From an optimization exercise on the open Yosys and OpenROAD flow, aimed at small area and a short achievable clock period; shortcuts taken in it are not production practice. Only simulation tests tie the RTL to the original design; equivalence was not proved. Power figures rest on the tool's default switching activity, not on a simulated workload. The clock port is modelled as an ideal driver; clocking choices that lean on that would not hold on a real chip.

==> v39 <==
## spi_memory
module spi_memory (
    input  logic clkedge,
    input  logic rst,
    input  logic sclk,
    input  logic cs,        
    input  logic mosi,
    output logic miso,
    output logic miso_oe
);
export LEC_CHECK = 0
export CAP_MARGIN = 20
export CORE_MARGIN = 2
export CORE_UTILIZATION = 40
export SETUP_SLACK_MARGIN = 2.3
export SLEW_MARGIN = 20
create_clock -name core_clock -period 4.0 [get_ports {clkedge}]
standard.sh (not shown) runs the stock make flow with config.mk's settings and CLKGATE_MAP_FILE= SYNTH_SCRIPT=/design/flow/synth_recipe.tcl, a recipe that flattens the netlist after the stock synthesis.
==> flow/flow/run.sh <==
#!/bin/bash
# The standard flow's own layout, with two changes:
#  - a flatter clock tree: larger sink clusters under clkbuf_16 leaves and no
#    dummy loads;
#  - before detailed placement, the flip-flops that drive the output ports are
#    moved next to the ports' buffers (flow/io_flops.tcl).
set -euo pipefail
here=$(pwd)
bash standard.sh \
    'CTS_ARGS=-sink_clustering_enable -repair_clock_nets -dont_use_dummy_load -sink_clustering_size 30 -sink_clustering_max_diameter 100' \
    "PRE_DETAIL_PLACE_TCL=$here/flow/io_flops.tcl" \
    finish > standard_flow.log 2>&1
==> flow/flow/io_flops.tcl <==
# Before detailed placement: move each flip-flop that drives an output port's
# buffer next to that buffer, so the register-to-pin wire is short. Detailed
# placement then legalizes them.
set block [ord::get_db_block]
foreach bterm [$block getBTerms] {
  if {[$bterm getIoType] ne "OUTPUT"} { continue }
  set net [$bterm getNet]
  if {$net eq "NULL"} { continue }
  foreach it [$net getITerms] {
    if {![$it isOutputSignal]} { continue }
    set buf [$it getInst]
    foreach bin [$buf getITerms] {
      if {![$bin isInputSignal]} { continue }
      set n2 [$bin getNet]
      if {$n2 eq "NULL"} { continue }
      foreach it2 [$n2 getITerms] {
        if {![$it2 isOutputSignal]} { continue }
        set ff [$it2 getInst]
        if {![[$ff getMaster] isSequential]} { continue }
        set loc [$buf getLocation]
        set x [lindex $loc 0]
        set y [lindex $loc 1]
        set w [[$ff getMaster] getWidth]
        # Just inside the buffer, towards the core centre
        set die [$block getDieArea]
        set cx [expr {([$die xMin] + [$die xMax]) / 2}]
        if {$x > $cx} { set nx [expr {$x - $w - 2000}] } else { set nx [expr {$x + [[$buf getMaster] getWidth] + 2000}] }
        puts "io_flops: [$ff getName] -> ($nx, $y) next to [$buf getName] for [$bterm getName]"
        $ff setLocation $nx $y
      }
    }
  }
}
==> v24 (differences from v39) <==
--- a/flow/design.v
+++ b/flow/design.v
@@ -46,42 +46,42 @@
 endmodule
 `timescale 1ns/1ps
 module spi_shift_reg (
     input  logic                          clkedge,
     input  logic                          sclk_rise,
     input  logic                          sclk_fall,
     input  logic                          mosi_s,
     input  logic [spi_pkg::cnt_w-1:0]     cnt,
-    input  logic                          ph_data,
+    input  logic                          ph_rd,
+    input  logic                          ph_wr,
     input  logic                          ph_done,
-    input  logic                          rw,
     input  logic                          ld_hi,      
     input  logic                          ld_lo,      
     input  logic [spi_pkg::data_w-1:0]    rd_data,
     output logic [spi_pkg::addr_w-1:0]    addr,
     output logic [spi_pkg::data_w-1:0]    sr,
     output logic                          miso
 );
     localparam int dw = spi_pkg::data_w;
     logic shift;
-    assign shift = (sclk_rise && !rw && ph_data)
-                || (sclk_fall &&  rw && ph_data && (cnt[3] || cnt[0]));
+    assign shift = (sclk_rise && ph_wr)
+                || (sclk_fall && ph_rd && (cnt[3] || cnt[0]));
     always_ff @(posedge clkedge) begin
-        if (sclk_rise && !ph_data && !ph_done && !(cnt[3] && !cnt[2])) begin
+        if (sclk_rise && !ph_rd && !ph_wr && !ph_done && !(cnt[3] && !cnt[2])) begin
             addr <= {addr[spi_pkg::addr_w-2:0], mosi_s};
         end
     end
     logic msb_nx;
     assign msb_nx = shift ? sr[dw-2] : (ld_hi ? rd_data[dw-1] : sr[dw-1]);
     always_ff @(posedge clkedge) begin
         sr[dw-1] <= msb_nx;
     end
     always_ff @(posedge clkedge) begin
-        miso <= rw && msb_nx;
+        miso <= ph_rd && msb_nx;
     end
     always_ff @(posedge clkedge) begin
         if (shift) begin
             sr[dw-2:0] <= {sr[dw-3:0], mosi_s};
         end else if (ld_lo) begin
             sr[dw-2:0] <= rd_data[dw-2:0];
         end
     end
@@ -91,65 +91,62 @@
     input  logic                       clkedge,
     input  logic                       rst,
     input  logic                       cs_active,
     input  logic                       sclk_rise,
     input  logic                       mosi_s,
     input  logic                       wr_done,    
     input  logic                       rd_any,     
     output logic [spi_pkg::cnt_w-1:0]  cnt,        
-    output logic                       ph_data,    
+    output logic                       ph_rd,      
+    output logic                       ph_wr,      
     output logic                       ph_done,    
-    output logic                       rw,         
     output logic                       wr_take,    
     output logic                       wr_pend,    
     output logic                       miso_oe
 );
     wire last = cnt[3] && !cnt[2];
-    assign wr_take = sclk_rise && ph_data && last && !rw;
+    assign wr_take = sclk_rise && ph_wr && last;
     always_ff @(posedge clkedge) begin
         if (rst || !cs_active) begin
             cnt     <= '0;                             
-            ph_data <= 1'b0;
+            ph_rd   <= 1'b0;
+            ph_wr   <= 1'b0;
             ph_done <= 1'b0;
         end else if (sclk_rise && !ph_done) begin
             cnt <= {cnt[2:0], !cnt[3]};
             if (last) begin
-                ph_data <= !ph_data;
-                ph_done <= ph_data;
+                ph_rd   <= !ph_rd && !ph_wr && mosi_s;
+                ph_wr   <= !ph_rd && !ph_wr && !mosi_s;
+                ph_done <= ph_rd || ph_wr;
             end
         end
     end
     always_ff @(posedge clkedge) begin
-        if (sclk_rise && !ph_data && !ph_done && last) begin
-            rw <= mosi_s;
-        end
-    end
-    always_ff @(posedge clkedge) begin
         if (wr_take) begin
             wr_pend <= 1'b1;
         end else if (wr_done || rd_any) begin
             wr_pend <= 1'b0;
         end
     end
     always_ff @(posedge clkedge) begin
         if (rst) begin
             miso_oe <= 1'b0;
         end else begin
-            miso_oe <= cs_active && rw && ph_data;
+            miso_oe <= cs_active && ph_rd;
         end
     end
 endmodule
 `timescale 1ns/1ps
 module spi_data_mem (
     input  logic                          clkedge,
     input  logic [spi_pkg::cnt_w-1:0]     cnt,
-    input  logic                          ph_data,
+    input  logic                          ph_rd,
+    input  logic                          ph_wr,
     input  logic                          ph_done,
-    input  logic                          rw,
     input  logic                          sclk_hi,
     input  logic                          wr_take,
     input  logic                          wr_pend,
     input  logic [spi_pkg::addr_w-1:0]    addr,
     input  logic [spi_pkg::data_w-1:0]    wr_data,
     output logic                          wr_done,
     output logic                          ld_hi,
     output logic                          ld_lo,
@@ -196,20 +193,21 @@
     always_ff @(posedge clkedge) begin
         hit_hi <= (pos_nx[hw-1:0] == addr[hw-1:0]);
         hit_lo <= (pos_nx[lw-1:0] == addr[lw-1:0]);
         sel_hi <= addr[pw-1:hw] - pos_nx[pw-1:hw];
         sel_lo <= addr[pw-1:lw] - pos_nx[pw-1:lw];
         win_d  <= win;
         wa_is_addr <= (wa == addr);    
     end
-    assign win    = (!ph_data && !ph_done && cnt[3] && !cnt[2]) || (ph_data && !cnt[3] && !cnt[0]);
+    assign win    = (!ph_rd && !ph_wr && !ph_done && cnt[3] && !cnt[2])
+                 || ((ph_rd || ph_wr) && !cnt[3] && !cnt[0]);
     assign same   = wr_done && wa_is_addr;
     assign ld_hi  = win && win_d && hit_hi && !same;
-    assign ld_lo  = ((win && win_d) || (ph_data && cnt[0] && !cnt[1] && rw && sclk_hi)) && hit_lo && !same;
+    assign ld_lo  = ((win && win_d) || (ph_rd && cnt[0] && !cnt[1] && sclk_hi)) && hit_lo && !same;
     assign rd_data[dw-1]   = taps_hi[{addr[aw-1:pw], sel_hi}];
     assign rd_data[dw-2:0] = taps_lo[{addr[aw-1:pw], sel_lo}*(dw-1) +: dw-1];
     for (genvar r = 0; r < nr; r++) begin : g_ring
         logic [rl*dw-1:0] q;               
         wire              we = wr_done && (wa[aw-1:pw] == r);
         always_ff @(posedge clkedge) begin
             q <= {we ? wr_data : q[dw-1:0], q[rl*dw-1:dw]};
         end
@@ -232,19 +230,19 @@
     output logic miso_oe
 );
     logic                       cs_active;
     logic                       sclk_hi;
     logic                       sclk_rise;
     logic                       sclk_fall;
     logic                       mosi_s;
     logic [spi_pkg::cnt_w-1:0]  cnt;
-    logic                       ph_data;
+    logic                       ph_rd;
+    logic                       ph_wr;
     logic                       ph_done;
-    logic                       rw;
     logic                       wr_take;
     logic                       wr_pend;
     logic                       wr_done;
     logic                       ld_hi;
     logic                       ld_lo;
     logic [spi_pkg::addr_w-1:0] addr;
     logic [spi_pkg::data_w-1:0] sr;
     logic [spi_pkg::data_w-1:0] rd_data;
@@ -264,45 +262,45 @@
         .clkedge   (clkedge),
         .rst       (rst),
         .cs_active (cs_active),
         .sclk_rise (sclk_rise),
         .mosi_s    (mosi_s),
         .wr_done   (wr_done),
         .rd_any    (ld_hi || ld_lo),
         .cnt       (cnt),
-        .ph_data (ph_data),
-        .ph_done (ph_done),
-        .rw        (rw),
+        .ph_rd     (ph_rd),
+        .ph_wr     (ph_wr),
+        .ph_done   (ph_done),
         .wr_take   (wr_take),
         .wr_pend   (wr_pend),
         .miso_oe   (miso_oe)
     );
     spi_shift_reg u_shift (
         .clkedge   (clkedge),
         .sclk_rise (sclk_rise),
         .sclk_fall (sclk_fall),
         .mosi_s    (mosi_s),
         .cnt       (cnt),
-        .ph_data (ph_data),
-        .ph_done (ph_done),
-        .rw        (rw),
+        .ph_rd     (ph_rd),
+        .ph_wr     (ph_wr),
+        .ph_done   (ph_done),
         .ld_hi     (ld_hi),
         .ld_lo     (ld_lo),
         .rd_data   (rd_data),
         .addr      (addr),
         .sr        (sr),
         .miso      (miso)
     );
     spi_data_mem u_mem (
         .clkedge (clkedge),
         .cnt     (cnt),
-        .ph_data (ph_data),
+        .ph_rd   (ph_rd),
+        .ph_wr   (ph_wr),
         .ph_done (ph_done),
-        .rw      (rw),
         .sclk_hi (sclk_hi),
         .wr_take (wr_take),
         .wr_pend (wr_pend),
         .addr    (addr),
         .wr_data (sr),
         .wr_done (wr_done),
         .ld_hi   (ld_hi),
         .ld_lo   (ld_lo),
==> flow/flow/run.sh (replaced) <==
#!/bin/bash
# The standard flow's own layout, with two changes:
#  - a flatter clock tree: larger sink clusters under clkbuf_16 leaves and no
#    dummy loads;
#  - before detailed placement, the flip-flops that drive the output ports are
#    moved next to the ports' buffers (flow/io_flops.tcl).
set -euo pipefail
here=$(pwd)
bash standard.sh \
    'CTS_ARGS=-sink_clustering_enable -repair_clock_nets -dont_use_dummy_load -sink_clustering_size 33 -sink_clustering_max_diameter 85' \
    "PRE_DETAIL_PLACE_TCL=$here/flow/io_flops.tcl" \
    finish > standard_flow.log 2>&1
Settings changed: CORE_UTILIZATION 40 to 68, PLACE_DENSITY set to 0.75.
==> v33 (differences from v39) <==
--- a/flow/design.v
+++ b/flow/design.v
@@ -46,42 +46,42 @@
 endmodule
 `timescale 1ns/1ps
 module spi_shift_reg (
     input  logic                          clkedge,
     input  logic                          sclk_rise,
     input  logic                          sclk_fall,
     input  logic                          mosi_s,
     input  logic [spi_pkg::cnt_w-1:0]     cnt,
-    input  logic                          ph_data,
+    input  logic                          ph_rd,
+    input  logic                          ph_wr,
     input  logic                          ph_done,
-    input  logic                          rw,
     input  logic                          ld_hi,      
     input  logic                          ld_lo,      
     input  logic [spi_pkg::data_w-1:0]    rd_data,
     output logic [spi_pkg::addr_w-1:0]    addr,
     output logic [spi_pkg::data_w-1:0]    sr,
     output logic                          miso
 );
     localparam int dw = spi_pkg::data_w;
     logic shift;
-    assign shift = (sclk_rise && !rw && ph_data)
-                || (sclk_fall &&  rw && ph_data && (cnt[3] || cnt[0]));
+    assign shift = (sclk_rise && ph_wr)
+                || (sclk_fall && ph_rd && (cnt[3] || cnt[0]));
     always_ff @(posedge clkedge) begin
-        if (sclk_rise && !ph_data && !ph_done && !(cnt[3] && !cnt[2])) begin
+        if (sclk_rise && !ph_rd && !ph_wr && !ph_done && !(cnt[3] && !cnt[2])) begin
             addr <= {addr[spi_pkg::addr_w-2:0], mosi_s};
         end
     end
     logic msb_nx;
     assign msb_nx = shift ? sr[dw-2] : (ld_hi ? rd_data[dw-1] : sr[dw-1]);
     always_ff @(posedge clkedge) begin
         sr[dw-1] <= msb_nx;
     end
     always_ff @(posedge clkedge) begin
-        miso <= rw && msb_nx;
+        miso <= ph_rd && msb_nx;
     end
     always_ff @(posedge clkedge) begin
         if (shift) begin
             sr[dw-2:0] <= {sr[dw-3:0], mosi_s};
         end else if (ld_lo) begin
             sr[dw-2:0] <= rd_data[dw-2:0];
         end
     end
@@ -91,65 +91,62 @@
     input  logic                       clkedge,
     input  logic                       rst,
     input  logic                       cs_active,
     input  logic                       sclk_rise,
     input  logic                       mosi_s,
     input  logic                       wr_done,    
     input  logic                       rd_any,     
     output logic [spi_pkg::cnt_w-1:0]  cnt,        
-    output logic                       ph_data,    
+    output logic                       ph_rd,      
+    output logic                       ph_wr,      
     output logic                       ph_done,    
-    output logic                       rw,         
     output logic                       wr_take,    
     output logic                       wr_pend,    
     output logic                       miso_oe
 );
     wire last = cnt[3] && !cnt[2];
-    assign wr_take = sclk_rise && ph_data && last && !rw;
+    assign wr_take = sclk_rise && ph_wr && last;
     always_ff @(posedge clkedge) begin
         if (rst || !cs_active) begin
             cnt     <= '0;                             
-            ph_data <= 1'b0;
+            ph_rd   <= 1'b0;
+            ph_wr   <= 1'b0;
             ph_done <= 1'b0;
         end else if (sclk_rise && !ph_done) begin
             cnt <= {cnt[2:0], !cnt[3]};
             if (last) begin
-                ph_data <= !ph_data;
-                ph_done <= ph_data;
+                ph_rd   <= !ph_rd && !ph_wr && mosi_s;
+                ph_wr   <= !ph_rd && !ph_wr && !mosi_s;
+                ph_done <= ph_rd || ph_wr;
             end
         end
     end
     always_ff @(posedge clkedge) begin
-        if (sclk_rise && !ph_data && !ph_done && last) begin
-            rw <= mosi_s;
-        end
-    end
-    always_ff @(posedge clkedge) begin
         if (wr_take) begin
             wr_pend <= 1'b1;
         end else if (wr_done || rd_any) begin
             wr_pend <= 1'b0;
         end
     end
     always_ff @(posedge clkedge) begin
         if (rst) begin
             miso_oe <= 1'b0;
         end else begin
-            miso_oe <= cs_active && rw && ph_data;
+            miso_oe <= cs_active && ph_rd;
         end
     end
 endmodule
 `timescale 1ns/1ps
 module spi_data_mem (
     input  logic                          clkedge,
     input  logic [spi_pkg::cnt_w-1:0]     cnt,
-    input  logic                          ph_data,
+    input  logic                          ph_rd,
+    input  logic                          ph_wr,
     input  logic                          ph_done,
-    input  logic                          rw,
     input  logic                          sclk_hi,
     input  logic                          wr_take,
     input  logic                          wr_pend,
     input  logic [spi_pkg::addr_w-1:0]    addr,
     input  logic [spi_pkg::data_w-1:0]    wr_data,
     output logic                          wr_done,
     output logic                          ld_hi,
     output logic                          ld_lo,
@@ -196,20 +193,21 @@
     always_ff @(posedge clkedge) begin
         hit_hi <= (pos_nx[hw-1:0] == addr[hw-1:0]);
         hit_lo <= (pos_nx[lw-1:0] == addr[lw-1:0]);
         sel_hi <= addr[pw-1:hw] - pos_nx[pw-1:hw];
         sel_lo <= addr[pw-1:lw] - pos_nx[pw-1:lw];
         win_d  <= win;
         wa_is_addr <= (wa == addr);    
     end
-    assign win    = (!ph_data && !ph_done && cnt[3] && !cnt[2]) || (ph_data && !cnt[3] && !cnt[0]);
+    assign win    = (!ph_rd && !ph_wr && !ph_done && cnt[3] && !cnt[2])
+                 || ((ph_rd || ph_wr) && !cnt[3] && !cnt[0]);
     assign same   = wr_done && wa_is_addr;
     assign ld_hi  = win && win_d && hit_hi && !same;
-    assign ld_lo  = ((win && win_d) || (ph_data && cnt[0] && !cnt[1] && rw && sclk_hi)) && hit_lo && !same;
+    assign ld_lo  = ((win && win_d) || (ph_rd && cnt[0] && !cnt[1] && sclk_hi)) && hit_lo && !same;
     assign rd_data[dw-1]   = taps_hi[{addr[aw-1:pw], sel_hi}];
     assign rd_data[dw-2:0] = taps_lo[{addr[aw-1:pw], sel_lo}*(dw-1) +: dw-1];
     for (genvar r = 0; r < nr; r++) begin : g_ring
         logic [rl*dw-1:0] q;               
         wire              we = wr_done && (wa[aw-1:pw] == r);
         always_ff @(posedge clkedge) begin
             q <= {we ? wr_data : q[dw-1:0], q[rl*dw-1:dw]};
         end
@@ -232,19 +230,19 @@
     output logic miso_oe
 );
     logic                       cs_active;
     logic                       sclk_hi;
     logic                       sclk_rise;
     logic                       sclk_fall;
     logic                       mosi_s;
     logic [spi_pkg::cnt_w-1:0]  cnt;
-    logic                       ph_data;
+    logic                       ph_rd;
+    logic                       ph_wr;
     logic                       ph_done;
-    logic                       rw;
     logic                       wr_take;
     logic                       wr_pend;
     logic                       wr_done;
     logic                       ld_hi;
     logic                       ld_lo;
     logic [spi_pkg::addr_w-1:0] addr;
     logic [spi_pkg::data_w-1:0] sr;
     logic [spi_pkg::data_w-1:0] rd_data;
@@ -264,45 +262,45 @@
         .clkedge   (clkedge),
         .rst       (rst),
         .cs_active (cs_active),
         .sclk_rise (sclk_rise),
         .mosi_s    (mosi_s),
         .wr_done   (wr_done),
         .rd_any    (ld_hi || ld_lo),
         .cnt       (cnt),
-        .ph_data (ph_data),
-        .ph_done (ph_done),
-        .rw        (rw),
+        .ph_rd     (ph_rd),
+        .ph_wr     (ph_wr),
+        .ph_done   (ph_done),
         .wr_take   (wr_take),
         .wr_pend   (wr_pend),
         .miso_oe   (miso_oe)
     );
     spi_shift_reg u_shift (
         .clkedge   (clkedge),
         .sclk_rise (sclk_rise),
         .sclk_fall (sclk_fall),
         .mosi_s    (mosi_s),
         .cnt       (cnt),
-        .ph_data (ph_data),
-        .ph_done (ph_done),
-        .rw        (rw),
+        .ph_rd     (ph_rd),
+        .ph_wr     (ph_wr),
+        .ph_done   (ph_done),
         .ld_hi     (ld_hi),
         .ld_lo     (ld_lo),
         .rd_data   (rd_data),
         .addr      (addr),
         .sr        (sr),
         .miso      (miso)
     );
     spi_data_mem u_mem (
         .clkedge (clkedge),
         .cnt     (cnt),
-        .ph_data (ph_data),
+        .ph_rd   (ph_rd),
+        .ph_wr   (ph_wr),
         .ph_done (ph_done),
-        .rw      (rw),
         .sclk_hi (sclk_hi),
         .wr_take (wr_take),
         .wr_pend (wr_pend),
         .addr    (addr),
         .wr_data (sr),
         .wr_done (wr_done),
         .ld_hi   (ld_hi),
         .ld_lo   (ld_lo),
Settings changed: CORE_UTILIZATION 40 to 68, PLACE_DENSITY set to 0.75.
==> comparison table <==
Data arrival time of the critical path: v33 990 ps; v39 1030 ps; v24 980 ps
Power per cell area: v33 616 nW/um^2; v39 603 nW/um^2; v24 610 nW/um^2
Num tapcells: v33 448; v39 765; v24 448
Internal power: v33 12.6 mW; v39 12.7 mW; v24 12.5 mW
Routed len/inst: v33 17.1 um; v39 13.1 um; v24 16.4 um
Reg-to-reg slack, setup: v33 2250 ps; v39 2190 ps; v24 2290 ps
Met2 track demand over resource: v33 26.7%; v39 12.7%; v24 25.4%
Number of clock buffer instances in the layout: v33 41; v39 42; v24 38
Global-route usage over all layers: v33 17.0%; v39 9.07%; v24 16.3%
Final GP Congestion: v33 0.781; v39 0.770; v24 0.781
Detailed placer's ending HPWL: v33 16.3 mm; v39 15.7 mm; v24 16.3 mm
Length of routed met2 wiring: v33 13.5 mm; v39 10.9 mm; v24 12.6 mm
Slew at the pin closest to its max-slew limit: v33 652 ps; v39 817 ps; v24 650 ps
X dimension of the die: v33 189 um; v39 246 um; v24 189 um
Number of buffers inserted during clock tree synthesis: v33 41; v39 42; v24 38
Outcome: v33 complete, no violations; v39 complete, no violations; v24 complete, no violations

==> what the ideal ports hide <==
In the flow no input, the clock included, has a driving cell. The finished layouts below were timed again as built, in two steps.
Step 1: set_driving_cell puts a clkbuf_16 on clkedge and a buf_2 on each other input, an assumption about the parent block.
Step 2, shift: input delay + t, output delay - t, t = (earliest + latest rising clock arrival at the registers) / 2. This alone moves slack from input paths to output paths.
a / b / c = ideal ports / drivers / drivers and shift; a / b = the first two.
run | t, ns | setup slack, ns | worst setup path at the end | clock arrival spread, ns
v39 | 0.611 | 2.167 / 2.116 / 1.960 | input to register | 0.081 / 0.081
v24 | 0.597 | 2.220 / 2.168 / 1.947 | input to register | 0.039 / 0.038
v33 | 0.599 | 2.213 / 2.159 / 2.003 | input to register | 0.038 / 0.038
After both steps setup and hold are still met in every run listed. For v24, which loses most, drivers alone change the setup slack by -0.052 ns; drivers and shift together by -0.273 ns.
